What follows belongs to an exercise in optimizing a design on an open flow for a short achievable clock period and few clock cycles per item; a production flow would make more cautious choices. In this exercise RTL edits were held to simulation tests only and were not proved equivalent to the original. Power is estimated from default activity; no workload was simulated.

## design/flow/design.v

```verilog
`default_nettype none
package sset_pkg;
  localparam int DEPTH = 16;
  localparam int VAL_W = 32;
  localparam int IDX_W = $clog2(DEPTH);
  localparam int CNT_W = $clog2(DEPTH + 1);
  localparam logic OP_INSERT = 1'b0;
  localparam logic OP_DELETE = 1'b1;
  localparam logic [1:0] ST_OK        = 2'd0;
  localparam logic [1:0] ST_NOT_FOUND = 2'd1;
  localparam logic [1:0] ST_FULL      = 2'd2;
  localparam int CAP   = 4;
  localparam int QDEPTH = CAP;
endpackage
`default_nettype wire
`default_nettype none
import sset_pkg::*;
module sset_cell
(
  input  wire logic                    clk,
  input  wire logic                    rst_n,
  input  wire logic                    is_front,
  input  wire logic                    ins,         
  input  wire logic                    del,         
  input  wire logic signed [VAL_W-1:0] nxt_opnd,    
  input  wire logic                    left_lt,
  input  wire logic signed [VAL_W-1:0] left_val,
  input  wire logic                    left_held,
  input  wire logic                    left_c,
  input  wire logic                    left_d,
  input  wire logic signed [VAL_W-1:0] new_val,
  input  wire logic                    new_c,
  input  wire logic                    new_d,
  input  wire logic signed [VAL_W-1:0] right_val,
  input  wire logic                    right_held,
  input  wire logic                    right_c,
  input  wire logic                    right_d,
  output logic signed [VAL_W-1:0]      val_q,
  output logic                         held_q,
  output logic                         lq_q,
  output logic                         eq_q,
  output logic                         lt,          
  output logic                         c,           
  output logic                         d,           
  output logic signed [VAL_W-1:0]      val_nxt,
  output logic                         held_nxt
);
  logic signed [VAL_W-1:0] val_r;
  logic                    held_r;
  logic                    lq_r, eq_r;
  logic                    lq_nxt, eq_nxt;
  logic                    rm;
  assign lt = lq_r | (is_front & eq_r);
  assign rm = held_r & ~lq_r;
  assign c = held_r & (val_r < nxt_opnd);
  assign d = held_r & (val_r == nxt_opnd);
  always_comb begin
    val_nxt  = val_r;
    held_nxt = held_r;
    lq_nxt   = c;
    eq_nxt   = d;
    if (ins && !lt) begin
      if (left_lt) begin
        val_nxt  = new_val;
        held_nxt = 1'b1;
        lq_nxt   = new_c;
        eq_nxt   = new_d;
      end else begin
        val_nxt  = left_val;
        held_nxt = left_held;
        lq_nxt   = left_c;
        eq_nxt   = left_d;
      end
    end else if (del && rm) begin
      val_nxt  = right_val;
      held_nxt = right_held;
      lq_nxt   = right_c;
      eq_nxt   = right_d;
    end
  end
  always_ff @(posedge clk) begin
    val_r <= val_nxt;
    lq_r  <= lq_nxt;
    eq_r  <= eq_nxt;
  end
  always_ff @(posedge clk) begin
    if (!rst_n) held_r <= 1'b0;
    else        held_r <= held_nxt;
  end
  assign val_q  = val_r;
  assign held_q = held_r;
  assign lq_q   = lq_r;
  assign eq_q   = eq_r;
endmodule
`default_nettype wire
`default_nettype none
import sset_pkg::*;
module sorted_set_insert_delete_top
(
  input  wire logic               clk,
  input  wire logic               rst_n,
  input  wire logic               in_valid,
  output logic                    in_stall,
  input  wire logic               in_opcode,
  input  wire logic signed [31:0] in_value,
  output logic                    out_valid,
  input  wire logic               out_stall,
  output logic [1:0]              out_status,
  output logic [3:0]              out_position,
  output logic [4:0]              out_entry_count,
  output logic signed [31:0]      out_smallest
);
  localparam int RES_W = 2 + IDX_W + CNT_W + VAL_W;
  logic [2:0]              occ_r, occ_nxt;
  logic                    stall_r;
  logic                    accept;
  logic                    pop;
  logic                    s0_v;
  logic                    s0_op;
  logic signed [VAL_W-1:0] s0_val;
  logic                    x_v;
  logic                    x_op;
  logic signed [VAL_W-1:0] x_val;
  logic                    found_r, found_nxt;
  logic [CNT_W-1:0]        count_r, count_nxt;
  logic signed [VAL_W-1:0] val_q    [DEPTH];
  logic signed [VAL_W-1:0] val_nxt  [DEPTH];
  logic [DEPTH-1:0]        held_q, held_nxt;
  logic [DEPTH-1:0]        lq_q, eq_q, lt_vec, c_vec, d_vec;
  logic                    full;
  logic                    ins, del;
  logic                    new_c, new_d;
  logic [RES_W-1:0]        q_data [QDEPTH];
  logic [QDEPTH-1:0]       q_v;
  logic [RES_W-1:0]        res;
  assign in_stall = stall_r;
  assign accept   = in_valid && !stall_r;
  assign pop      = q_v[0] && !out_stall;
  assign full  = held_q[DEPTH-1];
  assign ins   = x_v && (x_op == OP_INSERT) && !full;
  assign del   = x_v && (x_op == OP_DELETE) && found_r;
  assign new_c = x_val < s0_val;
  assign new_d = x_val == s0_val;
  genvar g;
  generate
    for (g = 0; g < DEPTH; g++) begin : g_cell
      logic                    llt, lheld, lc, ld, rheld, rc, rd;
      logic signed [VAL_W-1:0] lv, rv;
      if (g == 0) begin : g_front
        assign llt   = 1'b1;
        assign lv    = '0;
        assign lheld = 1'b0;
        assign lc    = 1'b0;
        assign ld    = 1'b0;
      end else begin : g_mid
        assign llt   = lt_vec[g-1];
        assign lv    = val_q[g-1];
        assign lheld = held_q[g-1];
        assign lc    = c_vec[g-1];
        assign ld    = d_vec[g-1];
      end
      if (g == DEPTH - 1) begin : g_back
        assign rv    = '0;
        assign rheld = 1'b0;
        assign rc    = 1'b0;
        assign rd    = 1'b0;
      end else begin : g_inner
        assign rv    = val_q[g+1];
        assign rheld = held_q[g+1];
        assign rc    = c_vec[g+1];
        assign rd    = d_vec[g+1];
      end
      sset_cell u_cell (
        .clk        (clk),
        .rst_n      (rst_n),
        .is_front   (g == 0),
        .ins        (ins),
        .del        (del),
        .nxt_opnd   (s0_val),
        .left_lt    (llt),
        .left_val   (lv),
        .left_held  (lheld),
        .left_c     (lc),
        .left_d     (ld),
        .new_val    (x_val),
        .new_c      (new_c),
        .new_d      (new_d),
        .right_val  (rv),
        .right_held (rheld),
        .right_c    (rc),
        .right_d    (rd),
        .val_q      (val_q[g]),
        .held_q     (held_q[g]),
        .lq_q       (lq_q[g]),
        .eq_q       (eq_q[g]),
        .lt         (lt_vec[g]),
        .c          (c_vec[g]),
        .d          (d_vec[g]),
        .val_nxt    (val_nxt[g]),
        .held_nxt   (held_nxt[g])
      );
    end
  endgenerate
  always_comb begin
    logic dup;
    dup = 1'b0;
    for (int i = 0; i + 1 < DEPTH; i++) dup = dup | (eq_q[i] & eq_q[i+1]);
    if (del && new_d) found_nxt = dup;
    else              found_nxt = (|d_vec) | (ins & new_d);
  end
  function automatic logic [IDX_W-1:0] therm_count(input logic [DEPTH-1:0] t);
    therm_count = '0;
    for (int i = 0; i < DEPTH; i++) if (t[i]) therm_count = IDX_W'(i + 1);
  endfunction
  always_comb begin
    logic [1:0]       st;
    logic [IDX_W-1:0] pos;
    count_nxt = count_r;
    if (ins) count_nxt = count_r + CNT_W'(1);
    if (del) count_nxt = count_r - CNT_W'(1);
    if (x_op == OP_INSERT) begin
      st  = full ? ST_FULL : ST_OK;
      pos = full ? '0 : therm_count(lt_vec);
    end else begin
      st  = found_r ? ST_OK : ST_NOT_FOUND;
      pos = found_r ? therm_count(lq_q) : '0;
    end
    res = {st, pos, count_nxt, held_nxt[0] ? val_nxt[0] : VAL_W'(0)};
  end
  always_comb begin
    occ_nxt = occ_r + 3'(accept) - 3'(pop);
  end
  always_ff @(posedge clk) begin
    if (!rst_n) begin
      occ_r   <= '0;
      stall_r <= 1'b0;
      s0_v    <= 1'b0;
      x_v     <= 1'b0;
      count_r <= '0;
    end else begin
      occ_r   <= occ_nxt;
      stall_r <= (occ_nxt >= 3'(CAP));
      s0_v    <= accept;
      x_v     <= s0_v;
      count_r <= count_nxt;
    end
  end
  always_ff @(posedge clk) begin
    s0_op   <= in_opcode;
    s0_val  <= in_value;
    x_op    <= s0_op;
    x_val   <= s0_val;
    found_r <= found_nxt;
  end
  always_ff @(posedge clk) begin
    for (int i = 0; i < QDEPTH; i++) begin
      logic nv, pv, wr_np, wr_p;
      nv    = (i + 1 < QDEPTH) ? q_v[(i + 1 < QDEPTH) ? i + 1 : i] : 1'b0;
      pv    = (i > 0) ? q_v[(i > 0) ? i - 1 : 0] : 1'b1;
      wr_np = x_v && !q_v[i] && pv;
      wr_p  = x_v && q_v[i] && !nv;
      if (pop) begin
        if (wr_p)                q_data[i] <= res;
        else if (i + 1 < QDEPTH) q_data[i] <= q_data[(i + 1 < QDEPTH) ? i + 1 : i];
      end else begin
        if (wr_np)               q_data[i] <= res;
      end
      if (!rst_n)   q_v[i] <= 1'b0;
      else if (pop) q_v[i] <= nv | wr_p;
      else          q_v[i] <= q_v[i] | wr_np;
    end
  end
  assign out_valid = q_v[0];
  assign {out_status, out_position, out_entry_count, out_smallest} = q_data[0];
endmodule
`default_nettype wire
```

## design/flow/run.sh

```bash
#!/bin/bash
# synth_recipe.tcl (not shown) runs the flow's synth.tcl, then flattens the netlist and writes it again
# the make line also repeats each setting of config.mk as NAME=value (left out here)
make -C /OpenROAD-flow-scripts/flow DESIGN_CONFIG=/design/flow/config.mk WORK_HOME=/design/flow/orfs CLKGATE_MAP_FILE= SYNTH_SCRIPT=/design/flow/synth_recipe.tcl finish
```

## design/flow/config.mk

```make
export PLATFORM = sky130hd
export DESIGN_NAME = sorted_set_insert_delete_top
export DESIGN_NICKNAME = sorted_set_insert_delete_top
export VERILOG_FILES = /design/flow/design.v
export SDC_FILE = /design/flow/constraint.sdc
export NUM_CORES = 4
export LEC_CHECK = 0
export CAP_MARGIN = 20
export CORE_MARGIN = 2
export CORE_UTILIZATION = 40
export SLEW_MARGIN = 20
```

## design/flow/constraint.sdc

```tcl
create_clock -name core_clock -period 5.2 [get_ports {clk}]
set_input_delay 1.0400 -clock core_clock [delete_from_list [all_inputs] [get_ports {clk}]]
set_output_delay 1.0400 -clock core_clock [all_outputs]
set_load 0.01 [all_outputs]
```

==> results.py, run 1 <==
metrics = {
    "power_and_ir_drop": {
        "switchingPower_mw": 4.62,
        "sw_frac_of_total_pct": 27.5,
        "seqPwrFrac_pct": 46.1,
        "peakVddDrop_mv": 0.253,
        "clock_power_share_pct": 39.2,
        "powerDensity_nw_per_um2": 303,
        "p_int_mw": 12.2,
        "p_leak_nw": 20.7,
        "power_frac_comb_pct": 14.7,
        "p_total_mw": 16.8,
    },
    "routing": {
        "via_per_inst": 5.85,
        "postRouteWirelength_mm": 148,
        "avgRoutedWirePerCell_microns": 22.8,
        "num_vias": 38000,
        "drc_errors": 0,
        "ant_nets": 0,
        "drt_iter0_markers": 3321,
        "dr.pass1.iters": 5,
    },
    "timing": {
        "min_period_ns": 3.81,
        "worst_slack_ns": 1.39,
        "maxSlewViolCount": 0,
        "fin_skew_ns": 0.0301,
        "final_hold_viol_count": 0,
        "finalSetupTns_ns": 0,
        "rsz0062_at_grt": "false",
        "fmax_ghz": 0.263,
        "slew_headroom_pct": 23.6,
        "tightest_slew_ns": 1.14,
        "finalSetupViolations": 0,
        "timing.final.crit_share_pct": 73.2,
    },
    "yosys": {
        "syn_nets": 5334,
        "syn_inst": 4748,
        "ys_types": 85,
        "synth-seq-cells": 813,
        "synthesis.area_sq_um": 49400,
        "ys.flop_type": "edfxtp_1",
        "synth.yosys.seq_area_share_pct": 46.2,
        "synth_edf_count": 652,
        "async_reset_ff_share_pct": 0,
        "syn_area_per_cell_sq_um": 10.4,
        "yosysWarningCount": 6,
    },
    "cts": {
        "ctsHoldBuffers": 0,
        "cts_resized": 0,
        "clk_pin_slew_ns": 0.06,
        "cts_tree": "built",
        "cts_buffers": 94,
        "post_cts_buffers": 0,
        "cts_root_buf": "clkbuf_16",
        "clk_path_buf_depth": 3,
        "cts_sinks": 813,
        "htree_levels": 3,
        "insertion_delay_ns": 0.69,
    },
    "global_route": {
        "grt_max_degree": 71,
        "grt_first_pass_wirelength_mm": 226,
        "antenna_found_initial": 0,
        "grt_pass1_vias": 37400,
        "track_usage_pct": 22.9,
        "grt_overflow": 0,
    },
    "layout": {
        "mostFrequentLayoutCells": "edfxtp_1 (652), ha_1 (548), nand2_1 (515)",
        "drive_above_1_share_pct": 8.75,
        "area_growth_pct": 12.2,
        "stdcell_area_sq_um": 55400,
        "layout_commonest_cell": "edfxtp_1",
        "nNetsFinal": 5365,
    },
    "critical_path": {
        "crit_path_max_incr_delay_ns": 0.70,
        "cp.required_ns": 5.75,
        "critPathKind": "reg2reg",
        "cp_max_fo": 17,
        "crit_slowest_cell": "nor4_1",
        "start_kind": "register",
        "end_kind": "register",
        "crit_chain": "inv_1, ha_1, nand4_1, nor4_1, o31ai_1, o2bb2ai_2, and3_1, or4_4",
        "crit_arrival_ns": 4.36,
    },
    "place": {
        "dp_slack_ns": 1.23,
        "hpwlAfterDp_mm": 109,
        "gp_congestion": 0.919,
        "io_buffer_count": 81,
        "dpl_cell_area_sq_um": 52400,
    },
    "flow_run": {
        "cap_violations": 0,
    },
    "floorplan": {
        "io_pins": 82,
        "die_w_microns": 355,
        "die-area_sq_um": 126000,
        "num_rows": 128,
        "die_h_microns": 355,
        "start_util_pct": 40.4,
        "core_sq_um": 122000,
    },
    "worst_hold_path": {
        "hold_path_class": "reg2reg",
    },
    "status": {
        "status": "complete, no violations",
    },
}
-- Yosys cell counts, types with 65 or more instances --
| master | number | share of area (%) |
|---|---|---|
| a21oi_1 | 501 | 5.1 |
| a31oi_1 | 71 | 0.90 |
| clkbuf_1 | 196 | 1.5 |
| dfxtp_1 | 161 | 6.5 |
| edfxtp_1 | 652 | 40 |
| ha_1 | 548 | 14 |
| inv_1 | 93 | 0.71 |
| mux2_2 | 104 | 2.4 |
| mux2i_1 | 470 | 9.5 |
| nand2_1 | 518 | 3.9 |
| nand3_1 | 65 | 0.66 |
| nand4_1 | 110 | 1.4 |
| nor2_1 | 452 | 3.4 |
| o21ai_0 | 280 | 2.8 |
-- layout make-up --
type	instances	area, sq um
clock inverters	45	398
multi-input cells	3575	25400
diodes	1	2.50
inverters	95	357
clock buffers	130	2580
fillers	11500	66800
repair buffers	200	1800
well taps	1625	2030
flip-flops and latches	813	22800
-- logic make-up (layout without fill, tap and decap cells) --
logic type	count (synthesis)	count (layout)	synth area share, %
AND/OR/NAND/NOR	1351	1351	12.2
AO/OA/AOI/OAI	1094	1094	12.8
flip-flops	813	813	46.2
multiplexers	574	574	11.9
adder cells (fa/ha/maj)	549	549	13.9
buffers and inverters	360	470	2.81
XOR/XNOR	7	7	0.124
other	0	1	0
-- stage by stage --
step           hold slack, ns  std cells  util, %
2_1_floorplan           0.310       4748        -
3_3_place_gp            0.332       6304     42.8
3_5_place_dp            0.335       6306     42.9
4_1_cts                 0.331       6481     45.3
5_1_grt                 0.353       6483     45.3
6_report                0.334       6484     45.3
-- flip-flops by register name, summed over array words and instances, names as in the netlist, 2 cells and up --
register and flops:
g_cell.u_cell.lq_r 16, x_val 32, g_cell.u_cell.held_r 16, g_cell.u_cell.eq_r 16
occ_r 2, g_cell.u_cell.val_r 512, q_data 172, q_v 4
s0_val 32, count_r 5
-- power groups by stage --
stage                     Combinational, mW  Clock [mW]  Sequential, mW
after global routing                   2.75        6.93            7.77
after detailed placement               2.41           0            7.86
after CTS                              2.43        6.71            7.73
after floorplan                        1.63           0            7.77
final                                  2.46        6.58            7.73
after global placement                 2.32           0            7.87
-- path summary, 6_finish.rpt --
| kind | startpoint | endpoint | slack [ns] | cells past startpoint |
|---|---|---|---|---|
| max | s0_val[26] | g_cell[1].u_cell.lq_r | 1.39 | 8 |
| min | s0_val[29] | x_val[29] | 0.33 | 0 |
| max reg2reg | s0_val[26] | g_cell[1].u_cell.lq_r | 1.39 | 8 |
| min reg2reg | s0_val[29] | x_val[29] | 0.33 | 0 |
-- critical path, delay by kind of cell, from the launching register on --
kind / cells / cell delay, ns
AOI/OAI and AO/OA: 2 / 0.68
adders and majority gates: 1 / 0.50
buffers and inverters: 1 / 0.39
DFF: 1 / 0.35
and+or+nand+nor: 4 / 1.76
-- layer usage --
metal | track usage [%] | routed length, microns
met5 | 0 | 0
met4 | 6.83 | 4150
met3 | 2.79 | 8130
met2 | 36.6 | 67500
met1 | 32.6 | 67800
Testbench counts, summed over its fixed seeds: cycles 16,024, items 16,000.
==> run 2, diff against run 1 <==
--- a/design/flow/config.mk
+++ b/design/flow/config.mk
@@ -5,7 +5,9 @@
 export SDC_FILE = /design/flow/constraint.sdc
 export NUM_CORES = 4
 export LEC_CHECK = 0
+export ABC_CLOCK_PERIOD_IN_PS = 2200
 export CAP_MARGIN = 20
 export CORE_MARGIN = 2
 export CORE_UTILIZATION = 40
+export SETUP_SLACK_MARGIN = 2.9
 export SLEW_MARGIN = 20
==> run 2 against run 1 <==
Against the previous run:
- still clean
- register-to-register slack improved by 0.80 ns
- synthesized cell count unchanged
- critical path depth increased by 2
- cell area increased by 11%
- die area unchanged
- clock skew decreased by 0.0072 ns
- first-iteration DRC count increased by 1.2%
- worst hold slack improved by 0.015 ns
- largest power group unchanged
==> results.py, run 2 <==
metrics = {
    "status": {
        "status": "complete, no violations",
    },
    "floorplan": {
        "io_pins": 82,
        "die_h_microns": 355,
        "die-area_sq_um": 126000,
        "num_rows": 128,
        "start_util_pct": 40.4,
        "die_w_microns": 355,
        "core_sq_um": 122000,
    },
    "timing": {
        "fin_skew_ns": 0.0229,
        "slew_headroom_pct": 29.6,
        "rsz0062_at_grt": "true",
        "timing.final.crit_share_pct": 57.8,
        "maxSlewViolCount": 0,
        "fmax_ghz": 0.333,
        "finalSetupTns_ns": 0,
        "min_period_ns": 3.01,
        "finalSetupViolations": 0,
        "tightest_slew_ns": 1.05,
        "final_hold_viol_count": 0,
    },
    "power_and_ir_drop": {
        "peakVddDrop_mv": 0.241,
        "powerDensity_nw_per_um2": 286,
        "p_leak_nw": 22.9,
    },
    "place": {
        "io_buffer_count": 81,
        "hpwlAfterDp_mm": 105,
        "gp_congestion": 0.916,
        "dpl_cell_area_sq_um": 52600,
    },
    "layout": {
        "largest_reg_flops": 512,
        "drive_above_1_share_pct": 22.8,
        "final_core_util_pct": 50.5,
        "layout_commonest_cell": "edfxtp_1",
        "nNetsFinal": 5638,
        "top_regs": "g_cell.u_cell.val_r: 512 flops, q_data: 172 flops",
        "area_growth_pct": 25.1,
        "mostFrequentLayoutCells": "edfxtp_1 (652), nand2_1 (495), ha_1 (475)",
        "stdcell_area_sq_um": 61800,
        "fill_cells": 10700,
        "largest-register": "g_cell.u_cell.val_r",
    },
    "yosys": {
        "synth_top_cell_by_area": "edfxtp_1",
        "synth.most_common_cell": "edfxtp_1",
        "ys_types": 85,
        "async_reset_ff_share_pct": 0,
        "ys.flop_type": "edfxtp_1",
        "yosysWarningCount": 6,
        "synth.yosys.seq_area_share_pct": 46.2,
        "synth_compound_area_share_pct": 12.8,
        "syn_area_per_cell_sq_um": 10.4,
        "synth-simple-area-share_pct": 12.2,
        "syn_nets": 5334,
        "yosysTopAreaCellShare_pct": 39.7,
        "syn_inst": 4748,
        "synth_top_family_by_area": "adder cells",
        "synth_edf_count": 652,
        "synth_xor_area_share_pct": 0.124,
        "synth_area_leaders": "edfxtp_1 (40%), ha_1 (14%), mux2i_1 (9.5%)",
        "synth-seq-cells": 813,
        "synthAdderAreaFrac_pct": 13.9,
        "yosys-top-cells-count": "edfxtp_1 (652), ha_1 (548), nand2_1 (518)",
        "muxShareOfSynthArea_pct": 11.9,
        "synthesis.area_sq_um": 49400,
    },
    "global_route": {
        "antenna_found_initial": 0,
        "grt_first_pass_wirelength_mm": 233,
        "grt_overflow": 0,
        "grt_max_degree": 69,
        "track_usage_pct": 23.7,
        "grt_pass1_vias": 37900,
    },
    "cts": {
        "cts_buffers": 94,
        "cts_root_buf": "clkbuf_16",
        "clk_pin_slew_ns": 0.06,
        "cts_sinks": 813,
        "insertion_delay_ns": 0.69,
        "clk_path_buf_depth": 3,
        "cts_tree": "built",
        "htree_levels": 3,
    },
    "critical_path": {
        "crit_start": "s0_val[11]",
        "crit_chain": "clkinvlp_4, buf_12, ha_4, nand4_1, nor2_1, a22o_1, or4_4, a2111oi_4, mux2_4, or4_4",
        "r2r_slack_ns": 2.19,
        "cp.required_ns": 5.76,
        "crit_path_max_incr_delay_ns": 0.52,
        "crit_end": "g_cell[1].u_cell.lq_r",
        "cpMostUsedCell": "or4_4",
        "start_kind": "register",
        "r2r-end": "g_cell[1].u_cell.lq_r",
        "crit_slowest_cell": "or4_4",
        "critPathKind": "reg2reg",
        "rr_startpoint": "s0_val[11]",
        "crit_arrival_ns": 3.57,
        "reg2reg_depth": 10,
        "cp_max_fo": 3,
        "end_kind": "register",
    },
    "routing": {
        "drt_iter0_markers": 3361,
        "drc_errors": 0,
        "dr.pass1.iters": 6,
        "avgRoutedWirePerCell_microns": 23.4,
        "via_per_inst": 5.79,
        "ant_nets": 0,
        "postRouteWirelength_mm": 158,
        "num_vias": 39100,
    },
    "worst_hold_path": {
        "hold_path_class": "reg2reg",
    },
    "flow_run": {
        "cap_violations": 0,
    },
}
[run 2: cell counts after synthesis]
Identical to the previous run, type by type.
[run 2: per-stage QoR]
| step | setup slack, ns | hold WS (ns) | instances | total power [mW] |
|---|---|---|---|---|
| 2_1_floorplan | 2.21 | 0.310 | 4748 | 9.44 |
| 4_1_cts | 2.21 | 0.351 | 6698 | 17.4 |
| 3_3_place_gp | 1.59 | 0.332 | 6289 | 10.2 |
| 6_report | 2.19 | 0.349 | 6757 | 17.7 |
| 3_5_place_dp | 1.46 | 0.336 | 6290 | 10.3 |
| 5_1_grt | 2.11 | 0.364 | 6756 | 18.4 |
[run 2: per-layer routing]
layer	up-vias	track usage [%]	routed length [microns]
li1	18500	-	-
met2	1342	39.3	74900
met3	298	3.27	9920
met4	0	9.25	6440
met5	-	0	0
met1	19000	31.3	66500
[run 2: how the worst min path moves through the flow]
| stage | startpoint | cells past startpoint | to | slack, ns |
|---|---|---|---|---|
| after floorplan | s0_op | 0 | x_op | 0.31 |
| after global placement | s0_val[27] | 0 | x_val[27] | 0.33 |
| after detailed placement | s0_val[25] | 0 | x_val[25] | 0.34 |
| after CTS | s0_val[20] | 0 | x_val[20] | 0.35 |
| after global routing | s0_val[20] | 0 | x_val[20] | 0.36 |
| final | s0_val[20] | 0 | x_val[20] | 0.35 |
[run 2: power by group]
part	leakage [nW]	switching [mW]	internal (mW)	total (mW)
Combinational	14.1	1.79	1.41	3.20
Clock	1.49	2.84	3.86	6.71
Sequential	7.32	0.335	7.44	7.77
[run 2: final cells by class]
cell class	instances	area, sq um	area share (%)
clock inverters	43	388	0.628
clock buffers	132	2660	4.31
multi-input cells	3599	29100	47.1
repair buffers	446	4160	6.73
flip-flops and latches	813	22900	37.1
inverters	95	493	0.798
diodes	1	2.50	0.00405
well taps	1625	2030	3.29
repair inverters	3	22.5	0.0365
[run 2: logic make-up after synthesis]
group           count (synthesis)
simple gates                 1351
compound gates               1094
buf+inv                       360
mux                           574
xor+xnor                        7
flops                         813
fa+ha+maj                     549
[run 2: worst max-delay path: cells and delay by family, from the launching register on]
family / cells / cell delay, ns
AOI/OAI and AO/OA: 2 / 0.59
adders and majority gates: 1 / 0.22
buffers and inverters: 2 / 0.28
DFF: 1 / 0.34
muxes: 1 / 0.33
and+or+nand+nor: 4 / 1.13
[run 2: what timing repair did]
action / in CTS / in global routing
setup endpoints to repair: 1273 / 499
gates resized for setup: 668 / 259
buffers inserted: 209 / 50
pin swaps: 129 / 109
cloned: 24 / 8
hold buffers: 0 / 0

## port drivers added, routing unchanged
No port has a modelled driver above. Below, the same layouts with a new extraction and two added sets of constraints.
Step 1 sets driving cells, clkbuf_16 on the clock port and buf_2 on the other inputs (assumed; they add their load-dependent delay and slew).
Step 2, shift: input delay + t, output delay - t, t = (earliest + latest rising clock arrival at the registers) / 2. This alone moves slack from input paths to output paths.
Three values: ideal, step 1, step 2; two values: the first two.
run | t (ns) | slack for setup (ns) | worst register clock-pin slew, ns | worst slew at a driven data input, ns | cell pins on the clock port's net
run 1 | 0.752 | 1.395 / 1.395 / 1.181 | 0.06 / 0.06 | 0.05 | 1
run 2 | 0.753 | 2.193 / 2.193 / 2.193 | 0.07 / 0.07 | 0.05 | 1
After both steps every run listed still meets setup and hold. For run 1, which loses most, drivers alone change the setup slack by 0.000 ns; drivers and shift together by -0.214 ns.
